Context: an optimization exercise on an open-source flow, tuned for small area. The choices shown serve that exercise and are no tape-out recipe. The RTL was checked by simulation tests, not by an equivalence proof against the original design. Power figures rest on the tool's default switching activity, not on a simulated workload.

==> run A: inputs <==
==> flow/design.v <==
package gpu_pkg;
  localparam logic [1:0] RESP_OKAY   = 2'b00;
  localparam logic [1:0] RESP_SLVERR = 2'b10;
endpackage
`timescale 1ns/1ns
module gpu_top (
  input  logic                         Clk,
  input  logic                         rst_n,
  input  logic [13-1:0]   s_axi_awaddr,
  input  logic [2:0]                   s_axi_awprot,
  input  logic                         s_axi_awvalid,
  output logic                         s_axi_awready,
  input  logic [32-1:0]   s_axi_wdata,
  input  logic [32/8-1:0] s_axi_wstrb,
  input  logic                         s_axi_wvalid,
  output logic                         s_axi_wready,
  output logic [1:0]                   s_axi_bresp,
  output logic                         s_axi_bvalid,
  input  logic                         s_axi_bready,
  input  logic [13-1:0]   s_axi_araddr,
  input  logic [2:0]                   s_axi_arprot,
  input  logic                         s_axi_arvalid,
  output logic                         s_axi_arready,
  output logic [32-1:0]   s_axi_rdata,
  output logic [1:0]                   s_axi_rresp,
  output logic                         s_axi_rvalid,
  input  logic                         s_axi_rready,
  output logic [3:0]                   red,
  output logic [3:0]                   green,
  output logic [3:0]                   blue,
  output logic                         hsync,
  output logic                         vsync,
  output logic                         vde
);
  function automatic logic [3:0] tile_slot(input logic [3:0] c);
    tile_slot = {~c[0] ^ (c[3:1] == 3'd0), c[3:1]};
  endfunction
  logic [7:0]  h;             
  logic [7:0]  v;             
  logic [15:0] frame_count;
  logic [1:0]  fc_we;
  logic        line_end;
  assign line_end = (h == 8'd143);
  always_ff @(posedge Clk) begin
    if (!rst_n) begin
      h <= '0;
      v <= '0;
      frame_count <= '0;
    end else begin
      h <= line_end ? 8'd0 : h + 8'd1;
      if (line_end) v <= (v == 8'd133) ? 8'd0 : v + 8'd1;
      if (line_end && v == 8'd133) frame_count <= frame_count + 16'd1;
      if (fc_we[0]) frame_count[7:0]  <= s_axi_wdata[7:0];
      if (fc_we[1]) frame_count[15:8] <= s_axi_wdata[15:8];
    end
  end
  assign vde   = (h >= 8'd2) && (h <= 8'd129) && !v[7];
  assign hsync = !((h >= 8'd134) && (h <= 8'd141));
  assign vsync = (h >= 8'd2) ? !((v == 8'd130) || (v == 8'd131))
                             : !((v == 8'd131) || (v == 8'd132));
  logic [3:0]   ring_we;      
  logic [11:0]  row_out;
  logic [3:0]   row_sel;
  logic [3:0]   tap_sel;
  logic [1:0]   a3;
  logic [15:0]  taps [12];
  for (genvar k = 0; k < 12; k++) begin : g_bit
    logic [143:0] q0;
    logic [47:0]  q1, q2;
    logic [15:0]  q3;
    always_ff @(posedge Clk) begin
      q0 <= {ring_we[0] ? s_axi_wdata[k] : q0[0], q0[143:1]};
      q1 <= {ring_we[1] ? s_axi_wdata[k] : q1[0], q1[47:1]};
      q2 <= {ring_we[2] ? s_axi_wdata[k] : q2[0], q2[47:1]};
      q3 <= {ring_we[3] ? s_axi_wdata[k] : q3[0], q3[15:1]};
    end
    assign taps[k] = {q3[0], q2[32], q2[16], q2[0], q1[32], q1[16], q1[0],
                      q0[128], q0[112], q0[96], q0[80], q0[64], q0[48], q0[32], q0[16], q0[0]};
    assign row_out[k] = taps[k][tap_sel];
  end
  always_comb begin
    case (h[7:4])
      4'd1, 4'd4, 4'd7: a3 = 2'd1;
      4'd2, 4'd5, 4'd8: a3 = 2'd2;
      default:          a3 = 2'd0;
    endcase
  end
  function automatic logic [1:0] sub3(input logic [1:0] x, input logic [1:0] y);
    logic [2:0] d;
    d = {1'b0, x} + 3'd3 - {1'b0, y};
    sub3 = (d >= 3'd3) ? 2'(d - 3'd3) : d[1:0];
  endfunction
  always_comb begin
    if (row_sel <= 4'd8)
      tap_sel = (row_sel >= h[7:4]) ? row_sel - h[7:4] : row_sel + 4'd9 - h[7:4];
    else if (row_sel <= 4'd11)
      tap_sel = 4'd9 + {2'd0, sub3(2'(row_sel - 4'd9), a3)};
    else if (row_sel <= 4'd14)
      tap_sel = 4'd12 + {2'd0, sub3(2'(row_sel - 4'd12), a3)};
    else
      tap_sel = 4'd15;
  end
  logic [7:0]  hw;
  logic [4:0]  win;
  logic        disp_load;
  logic [11:0] pre;
  logic [11:0] cur;
  assign hw        = (h >= 8'd137) ? h - 8'd137 : h + 8'd7;
  assign win       = hw[7:3];
  assign disp_load = !win[4] && (tile_slot(win[3:0]) == h[3:0]);
  always_ff @(posedge Clk) begin
    if (disp_load) pre <= enable ? row_out : bg_color;
  end
  always_ff @(posedge Clk) begin
    if (!rst_n) begin
      cur <= '0;
    end else if (h[2:0] == 3'd1) begin
      cur <= (!h[7] && !v[7]) ? pre : 12'd0;
    end
  end
  assign {red, green, blue} = cur;
  logic        enable;
  logic [11:0] bg_color;
  logic        aw_ctrl, aw_bg, aw_status, aw_tile;
  logic        ar_ctrl, ar_bg, ar_status, ar_tile;
  logic        wr_pend, wr_match, wr_armed, wr_fire;
  logic        rd_ok, rd_fire;
  assign aw_ctrl   = (s_axi_awaddr == 13'h000);
  assign aw_bg     = (s_axi_awaddr == 13'h004);
  assign aw_status = (s_axi_awaddr == 13'h008);
  assign aw_tile   = (s_axi_awaddr[12:10] == 3'b100);
  assign ar_ctrl   = (s_axi_araddr == 13'h000);
  assign ar_bg     = (s_axi_araddr == 13'h004);
  assign ar_status = (s_axi_araddr == 13'h008);
  assign ar_tile   = (s_axi_araddr[12:10] == 3'b100);
  logic [3:0] aw_row;
  logic       row_at_head;
  logic       wr_slot, wr_do;
  assign aw_row   = s_axi_awaddr[9:6];
  assign wr_pend  = s_axi_awvalid && s_axi_wvalid && !s_axi_bvalid;
  assign wr_slot  = wr_pend && (tile_slot(s_axi_awaddr[5:2]) == h[3:0]);
  assign wr_fire  = wr_slot && wr_armed;
  always_comb begin
    if (aw_row <= 4'd8)       row_at_head = (aw_row == h[7:4]);
    else if (aw_row <= 4'd11) row_at_head = (2'(aw_row - 4'd9) == a3);
    else if (aw_row <= 4'd14) row_at_head = (2'(aw_row - 4'd12) == a3);
    else                      row_at_head = 1'b1;
  end
  assign wr_do    = wr_slot && (!aw_tile || row_at_head);
  assign wr_match = wr_do;
  assign s_axi_awready = wr_fire;
  assign s_axi_wready  = wr_fire;
  logic tile_we;
  assign tile_we    = wr_do && aw_tile && (s_axi_wstrb[1:0] == 2'b11);
  assign ring_we[0] = tile_we && (aw_row <= 4'd8);
  assign ring_we[1] = tile_we && (aw_row >= 4'd9) && (aw_row <= 4'd11);
  assign ring_we[2] = tile_we && (aw_row >= 4'd12) && (aw_row <= 4'd14);
  assign ring_we[3] = tile_we && (aw_row == 4'd15);
  assign fc_we = {2{wr_fire && aw_status}} & s_axi_wstrb[1:0];
  always_ff @(posedge Clk) begin
    if (!rst_n) begin
      wr_armed       <= 1'b0;
      s_axi_bvalid   <= 1'b0;
      enable         <= 1'b0;
      bg_color       <= '0;
    end else begin
      if (wr_fire) wr_armed <= 1'b0;
      else if (wr_do) wr_armed <= 1'b1;
      if (wr_fire) s_axi_bvalid <= 1'b1;
      else if (s_axi_bready) s_axi_bvalid <= 1'b0;
      if (wr_match && aw_ctrl && s_axi_wstrb[0]) enable <= s_axi_wdata[0];
      if (wr_match && aw_bg && s_axi_wstrb[0]) bg_color[7:0]  <= s_axi_wdata[7:0];
      if (wr_match && aw_bg && s_axi_wstrb[1]) bg_color[11:8] <= s_axi_wdata[11:8];
    end
  end
  logic bresp_err;
  always_ff @(posedge Clk) begin
    if (wr_fire) bresp_err <= !(aw_ctrl || aw_bg || aw_status || aw_tile);
  end
  assign s_axi_bresp = {bresp_err, 1'b0};
  logic ar_wait;
  assign rd_ok   = !ar_tile || ((tile_slot(s_axi_araddr[5:2]) == h[3:0]) && !disp_load);
  assign s_axi_arready = ar_wait && rd_ok;
  assign rd_fire = s_axi_arready && s_axi_arvalid;
  assign row_sel = disp_load ? v[6:3] : s_axi_araddr[9:6];
  logic [16:0] rdata_q;
  logic        rresp_err;
  always_ff @(posedge Clk) begin
    if (!rst_n) ar_wait <= 1'b0;
    else        ar_wait <= s_axi_arvalid && !rd_fire;
  end
  always_ff @(posedge Clk) begin
    if (!rst_n) begin
      s_axi_rvalid <= 1'b0;
    end else if (rd_fire) begin
      s_axi_rvalid <= 1'b1;
    end else if (s_axi_rready) begin
      s_axi_rvalid <= 1'b0;
    end
  end
  always_ff @(posedge Clk) begin
    if (rd_fire) begin
      rresp_err <= !(ar_ctrl || ar_bg || ar_status || ar_tile);
      rdata_q   <= ar_tile   ? {5'd0, row_out} :
                   ar_ctrl   ? {16'd0, enable} :
                   ar_bg     ? {5'd0, bg_color} :
                   ar_status ? {v >= 8'd128, frame_count} : 17'd0;
    end
  end
  assign s_axi_rdata = {15'd0, rdata_q};
  assign s_axi_rresp = {rresp_err, 1'b0};
endmodule
==> flow/run.sh <==
#!/bin/bash
# synth_recipe.tcl (not shown) runs the flow's synth.tcl, then flattens the netlist and writes it again
# the make line also repeats each setting of config.mk as NAME=value (left out here)
make -C /OpenROAD-flow-scripts/flow DESIGN_CONFIG=/design/flow/config.mk WORK_HOME=/design/flow/orfs CLKGATE_MAP_FILE= SYNTH_SCRIPT=/design/flow/synth_recipe.tcl finish
==> flow/config.mk <==
export PLATFORM = sky130hd
export DESIGN_NAME = gpu_top
export DESIGN_NICKNAME = gpu_top
export VERILOG_FILES = /design/flow/design.v
export SDC_FILE = /design/flow/constraint.sdc
export NUM_CORES = 4
export LEC_CHECK = 0
export ABC_AREA = 1
export CAP_MARGIN = 0
export CORE_MARGIN = 2
export CORE_UTILIZATION = 85
export CTS_BUF_LIST = sky130_fd_sc_hd__clkbuf_8
export CTS_CLUSTER_DIAMETER = 50
export CTS_CLUSTER_SIZE = 22
export SLEW_MARGIN = 0
==> flow/constraint.sdc <==
create_clock -name core_clock -period 10.0 [get_ports {Clk}]
set_input_delay 2.0000 -clock core_clock [delete_from_list [all_inputs] [get_ports {Clk}]]
set_output_delay 2.0000 -clock core_clock [all_outputs]
set_load 0.01 [all_outputs]
==> run D: changes against run A <==
--- a/flow/design.v
+++ b/flow/design.v
@@ -60,44 +60,16 @@
                              : !((v == 8'd131) || (v == 8'd132));
-  logic [3:0]   ring_we;      
+  logic [15:0]  ring_we;
   logic [11:0]  row_out;
   logic [3:0]   row_sel;
-  logic [3:0]   tap_sel;
-  logic [1:0]   a3;
-  logic [15:0]  taps [12];
-  for (genvar k = 0; k < 12; k++) begin : g_bit
-    logic [143:0] q0;
-    logic [47:0]  q1, q2;
-    logic [15:0]  q3;
-    always_ff @(posedge Clk) begin
-      q0 <= {ring_we[0] ? s_axi_wdata[k] : q0[0], q0[143:1]};
-      q1 <= {ring_we[1] ? s_axi_wdata[k] : q1[0], q1[47:1]};
-      q2 <= {ring_we[2] ? s_axi_wdata[k] : q2[0], q2[47:1]};
-      q3 <= {ring_we[3] ? s_axi_wdata[k] : q3[0], q3[15:1]};
+  logic [191:0] heads;
+  for (genvar r = 0; r < 16; r++) begin : g_row
+    for (genvar k = 0; k < 12; k++) begin : g_bit
+      logic [15:0] q;
+      always_ff @(posedge Clk) begin
+        q <= {ring_we[r] ? s_axi_wdata[k] : q[0], q[15:1]};
+      end
+      assign heads[12*r + k] = q[0];
     end
-    assign taps[k] = {q3[0], q2[32], q2[16], q2[0], q1[32], q1[16], q1[0],
-                      q0[128], q0[112], q0[96], q0[80], q0[64], q0[48], q0[32], q0[16], q0[0]};
-    assign row_out[k] = taps[k][tap_sel];
   end
-  always_comb begin
-    case (h[7:4])
-      4'd1, 4'd4, 4'd7: a3 = 2'd1;
-      4'd2, 4'd5, 4'd8: a3 = 2'd2;
-      default:          a3 = 2'd0;
-    endcase
-  end
-  function automatic logic [1:0] sub3(input logic [1:0] x, input logic [1:0] y);
-    logic [2:0] d;
-    d = {1'b0, x} + 3'd3 - {1'b0, y};
-    sub3 = (d >= 3'd3) ? 2'(d - 3'd3) : d[1:0];
-  endfunction
-  always_comb begin
-    if (row_sel <= 4'd8)
-      tap_sel = (row_sel >= h[7:4]) ? row_sel - h[7:4] : row_sel + 4'd9 - h[7:4];
-    else if (row_sel <= 4'd11)
-      tap_sel = 4'd9 + {2'd0, sub3(2'(row_sel - 4'd9), a3)};
-    else if (row_sel <= 4'd14)
-      tap_sel = 4'd12 + {2'd0, sub3(2'(row_sel - 4'd12), a3)};
-    else
-      tap_sel = 4'd15;
-  end
+  assign row_out = heads[12*row_sel +: 12];
   logic [7:0]  hw;
@@ -135,25 +107,11 @@
   assign ar_tile   = (s_axi_araddr[12:10] == 3'b100);
-  logic [3:0] aw_row;
-  logic       row_at_head;
-  logic       wr_slot, wr_do;
-  assign aw_row   = s_axi_awaddr[9:6];
   assign wr_pend  = s_axi_awvalid && s_axi_wvalid && !s_axi_bvalid;
-  assign wr_slot  = wr_pend && (tile_slot(s_axi_awaddr[5:2]) == h[3:0]);
-  assign wr_fire  = wr_slot && wr_armed;
-  always_comb begin
-    if (aw_row <= 4'd8)       row_at_head = (aw_row == h[7:4]);
-    else if (aw_row <= 4'd11) row_at_head = (2'(aw_row - 4'd9) == a3);
-    else if (aw_row <= 4'd14) row_at_head = (2'(aw_row - 4'd12) == a3);
-    else                      row_at_head = 1'b1;
-  end
-  assign wr_do    = wr_slot && (!aw_tile || row_at_head);
-  assign wr_match = wr_do;
+  assign wr_match = wr_pend && (tile_slot(s_axi_awaddr[5:2]) == h[3:0]);
+  assign wr_fire  = wr_match && wr_armed;
   assign s_axi_awready = wr_fire;
   assign s_axi_wready  = wr_fire;
-  logic tile_we;
-  assign tile_we    = wr_do && aw_tile && (s_axi_wstrb[1:0] == 2'b11);
-  assign ring_we[0] = tile_we && (aw_row <= 4'd8);
-  assign ring_we[1] = tile_we && (aw_row >= 4'd9) && (aw_row <= 4'd11);
-  assign ring_we[2] = tile_we && (aw_row >= 4'd12) && (aw_row <= 4'd14);
-  assign ring_we[3] = tile_we && (aw_row == 4'd15);
+  for (genvar r = 0; r < 16; r++) begin : g_we
+    assign ring_we[r] = wr_match && aw_tile && (s_axi_wstrb[1:0] == 2'b11) &&
+                        (s_axi_awaddr[9:6] == r);
+  end
   assign fc_we = {2{wr_fire && aw_status}} & s_axi_wstrb[1:0];
@@ -166,4 +124,3 @@
     end else begin
-      if (wr_fire) wr_armed <= 1'b0;
-      else if (wr_do) wr_armed <= 1'b1;
+      if (wr_match) wr_armed <= !wr_armed;
       if (wr_fire) s_axi_bvalid <= 1'b1;
--- a/flow/config.mk
+++ b/flow/config.mk
@@ -8,8 +8,8 @@
 export ABC_AREA = 1
-export CAP_MARGIN = 0
+export CAP_MARGIN = 20
 export CORE_MARGIN = 2
-export CORE_UTILIZATION = 85
+export CORE_UTILIZATION = 75
 export CTS_BUF_LIST = sky130_fd_sc_hd__clkbuf_8
-export CTS_CLUSTER_DIAMETER = 50
-export CTS_CLUSTER_SIZE = 22
-export SLEW_MARGIN = 0
+export CTS_CLUSTER_DIAMETER = 60
+export CTS_CLUSTER_SIZE = 20
+export SLEW_MARGIN = 20
==> run X: changes against run A <==
--- a/flow/design.v
+++ b/flow/design.v
@@ -60,44 +60,16 @@
                              : !((v == 8'd131) || (v == 8'd132));
-  logic [3:0]   ring_we;      
+  logic [15:0]  ring_we;
   logic [11:0]  row_out;
   logic [3:0]   row_sel;
-  logic [3:0]   tap_sel;
-  logic [1:0]   a3;
-  logic [15:0]  taps [12];
-  for (genvar k = 0; k < 12; k++) begin : g_bit
-    logic [143:0] q0;
-    logic [47:0]  q1, q2;
-    logic [15:0]  q3;
-    always_ff @(posedge Clk) begin
-      q0 <= {ring_we[0] ? s_axi_wdata[k] : q0[0], q0[143:1]};
-      q1 <= {ring_we[1] ? s_axi_wdata[k] : q1[0], q1[47:1]};
-      q2 <= {ring_we[2] ? s_axi_wdata[k] : q2[0], q2[47:1]};
-      q3 <= {ring_we[3] ? s_axi_wdata[k] : q3[0], q3[15:1]};
+  logic [191:0] heads;
+  for (genvar r = 0; r < 16; r++) begin : g_row
+    for (genvar k = 0; k < 12; k++) begin : g_bit
+      logic [15:0] q;
+      always_ff @(posedge Clk) begin
+        q <= {ring_we[r] ? s_axi_wdata[k] : q[0], q[15:1]};
+      end
+      assign heads[12*r + k] = q[0];
     end
-    assign taps[k] = {q3[0], q2[32], q2[16], q2[0], q1[32], q1[16], q1[0],
-                      q0[128], q0[112], q0[96], q0[80], q0[64], q0[48], q0[32], q0[16], q0[0]};
-    assign row_out[k] = taps[k][tap_sel];
   end
-  always_comb begin
-    case (h[7:4])
-      4'd1, 4'd4, 4'd7: a3 = 2'd1;
-      4'd2, 4'd5, 4'd8: a3 = 2'd2;
-      default:          a3 = 2'd0;
-    endcase
-  end
-  function automatic logic [1:0] sub3(input logic [1:0] x, input logic [1:0] y);
-    logic [2:0] d;
-    d = {1'b0, x} + 3'd3 - {1'b0, y};
-    sub3 = (d >= 3'd3) ? 2'(d - 3'd3) : d[1:0];
-  endfunction
-  always_comb begin
-    if (row_sel <= 4'd8)
-      tap_sel = (row_sel >= h[7:4]) ? row_sel - h[7:4] : row_sel + 4'd9 - h[7:4];
-    else if (row_sel <= 4'd11)
-      tap_sel = 4'd9 + {2'd0, sub3(2'(row_sel - 4'd9), a3)};
-    else if (row_sel <= 4'd14)
-      tap_sel = 4'd12 + {2'd0, sub3(2'(row_sel - 4'd12), a3)};
-    else
-      tap_sel = 4'd15;
-  end
+  assign row_out = heads[12*row_sel +: 12];
   logic [7:0]  hw;
@@ -135,25 +107,11 @@
   assign ar_tile   = (s_axi_araddr[12:10] == 3'b100);
-  logic [3:0] aw_row;
-  logic       row_at_head;
-  logic       wr_slot, wr_do;
-  assign aw_row   = s_axi_awaddr[9:6];
   assign wr_pend  = s_axi_awvalid && s_axi_wvalid && !s_axi_bvalid;
-  assign wr_slot  = wr_pend && (tile_slot(s_axi_awaddr[5:2]) == h[3:0]);
-  assign wr_fire  = wr_slot && wr_armed;
-  always_comb begin
-    if (aw_row <= 4'd8)       row_at_head = (aw_row == h[7:4]);
-    else if (aw_row <= 4'd11) row_at_head = (2'(aw_row - 4'd9) == a3);
-    else if (aw_row <= 4'd14) row_at_head = (2'(aw_row - 4'd12) == a3);
-    else                      row_at_head = 1'b1;
-  end
-  assign wr_do    = wr_slot && (!aw_tile || row_at_head);
-  assign wr_match = wr_do;
+  assign wr_match = wr_pend && (tile_slot(s_axi_awaddr[5:2]) == h[3:0]);
+  assign wr_fire  = wr_match && wr_armed;
   assign s_axi_awready = wr_fire;
   assign s_axi_wready  = wr_fire;
-  logic tile_we;
-  assign tile_we    = wr_do && aw_tile && (s_axi_wstrb[1:0] == 2'b11);
-  assign ring_we[0] = tile_we && (aw_row <= 4'd8);
-  assign ring_we[1] = tile_we && (aw_row >= 4'd9) && (aw_row <= 4'd11);
-  assign ring_we[2] = tile_we && (aw_row >= 4'd12) && (aw_row <= 4'd14);
-  assign ring_we[3] = tile_we && (aw_row == 4'd15);
+  for (genvar r = 0; r < 16; r++) begin : g_we
+    assign ring_we[r] = wr_match && aw_tile && (s_axi_wstrb[1:0] == 2'b11) &&
+                        (s_axi_awaddr[9:6] == r);
+  end
   assign fc_we = {2{wr_fire && aw_status}} & s_axi_wstrb[1:0];
@@ -166,4 +124,3 @@
     end else begin
-      if (wr_fire) wr_armed <= 1'b0;
-      else if (wr_do) wr_armed <= 1'b1;
+      if (wr_match) wr_armed <= !wr_armed;
       if (wr_fire) s_axi_bvalid <= 1'b1;
==> flow/config.mk (replaced) <==
export PLATFORM = sky130hd
export DESIGN_NAME = gpu_top
export DESIGN_NICKNAME = gpu_top
export VERILOG_FILES = /design/flow/design.v
export SDC_FILE = /design/flow/constraint.sdc
export NUM_CORES = 4
export LEC_CHECK = 0
export CAP_MARGIN = 20
export CORE_MARGIN = 2
export CORE_UTILIZATION = 60
export CTS_BUF_LIST = sky130_fd_sc_hd__clkbuf_16
export CTS_CLUSTER_DIAMETER = 60
export CTS_CLUSTER_SIZE = 28
export SLEW_MARGIN = 20
==> run H: changes against run A <==
--- a/flow/config.mk
+++ b/flow/config.mk
@@ -10,6 +10,6 @@
 export CORE_MARGIN = 2
-export CORE_UTILIZATION = 85
+export CORE_UTILIZATION = 75
 export CTS_BUF_LIST = sky130_fd_sc_hd__clkbuf_8
 export CTS_CLUSTER_DIAMETER = 50
-export CTS_CLUSTER_SIZE = 22
+export CTS_CLUSTER_SIZE = 18
 export SLEW_MARGIN = 0
==> impl_results.md <==
* Top post-synthesis cells by area: dfxtp_1 88%, nand2_1 2.9%, nand3_1 1.8%
* Post-synthesis mux area share at 0
* Synth Area in Adders at 0.00158
* Mapped Area at between 70000 and 80000 sq um
* Die H at between 300 and 400 um
* Synth Area in XOR/XNOR at 0.00295
* Synth Area in Compound Gates at 0.0215
* Syn Area/Cell at around 15 sq um
* Status: timing/DRC/antenna clean
the above is filed under run D

==> impl_results.md <==
* Status: timing/DRC/antenna clean
* Syn Area/Cell at about 17 sq um
* Synth Area in XOR/XNOR at 0.00416
* Synth Area in Adders at 0.00157
* Synth Area in Compound Gates at 0.0302
* Vias in the first global route at 27400
* Clock buf count at roughly 150
* P_comb at 0.276 mW
* Top post-synthesis cells by area: dfxtp_1 88%, mux2_2 2.8%, edfxtp_1 1.3%
the above is filed under run X

==> impl_results.md <==
* Synth Area in Adders at 0.00568
* Synth Area in Compound Gates at 0.0142
* Status: timing/DRC/antenna clean
* Syn Area/Cell at around 15 sq um
* Synth Area in XOR/XNOR at 0.00385
* Top post-synthesis cells by area: dfxtp_1 89%, nand2_1 2.4%, nand3_1 1.8%
* Mapped Area at around 70000 sq um
the above is filed under run H

==> impl_results.md <==
* Die H at just under 300 um
* Status: aborted with a tool error
* Failed at: detailed placement
* Err: [ERROR DPL-0033] detailed placement checks failed during check placement.
* Post-synthesis mux area share at 0
the above is filed under run A

static timing again, ports no longer ideal:
How much do the figures lean on ideal ports? The routed layouts below were timed once more, with nothing changed but the port constraints. Step 1 sets driving cells, clkbuf_16 on the clock port and buf_2 on the other inputs (assumed; they add their load-dependent delay and slew). Step 2, shift: input delay + t, output delay - t, t = (earliest + latest rising clock arrival at the registers) / 2. This alone moves slack from input paths to output paths. Three values: no drivers, after step 1, after step 2; two values: the first two.
| run | shift t [ns] | setup WS [ns] | slew at the worst register clock pin (ns) |
|---|---|---|---|
| run D | 0.910 | 3.265 / 3.238 / 3.238 | 0.12 / 0.12 |
| run X | 0.828 | 3.295 / 3.220 / 3.494 | 0.10 / 0.10 |
| run H | 0.940 | 2.856 / 2.856 / 2.670 | 0.11 / 0.11 |
After both steps setup and hold are still met in every run listed. For run H, which loses most, drivers alone change the setup slack by 0.000 ns; drivers and shift together by -0.186 ns.
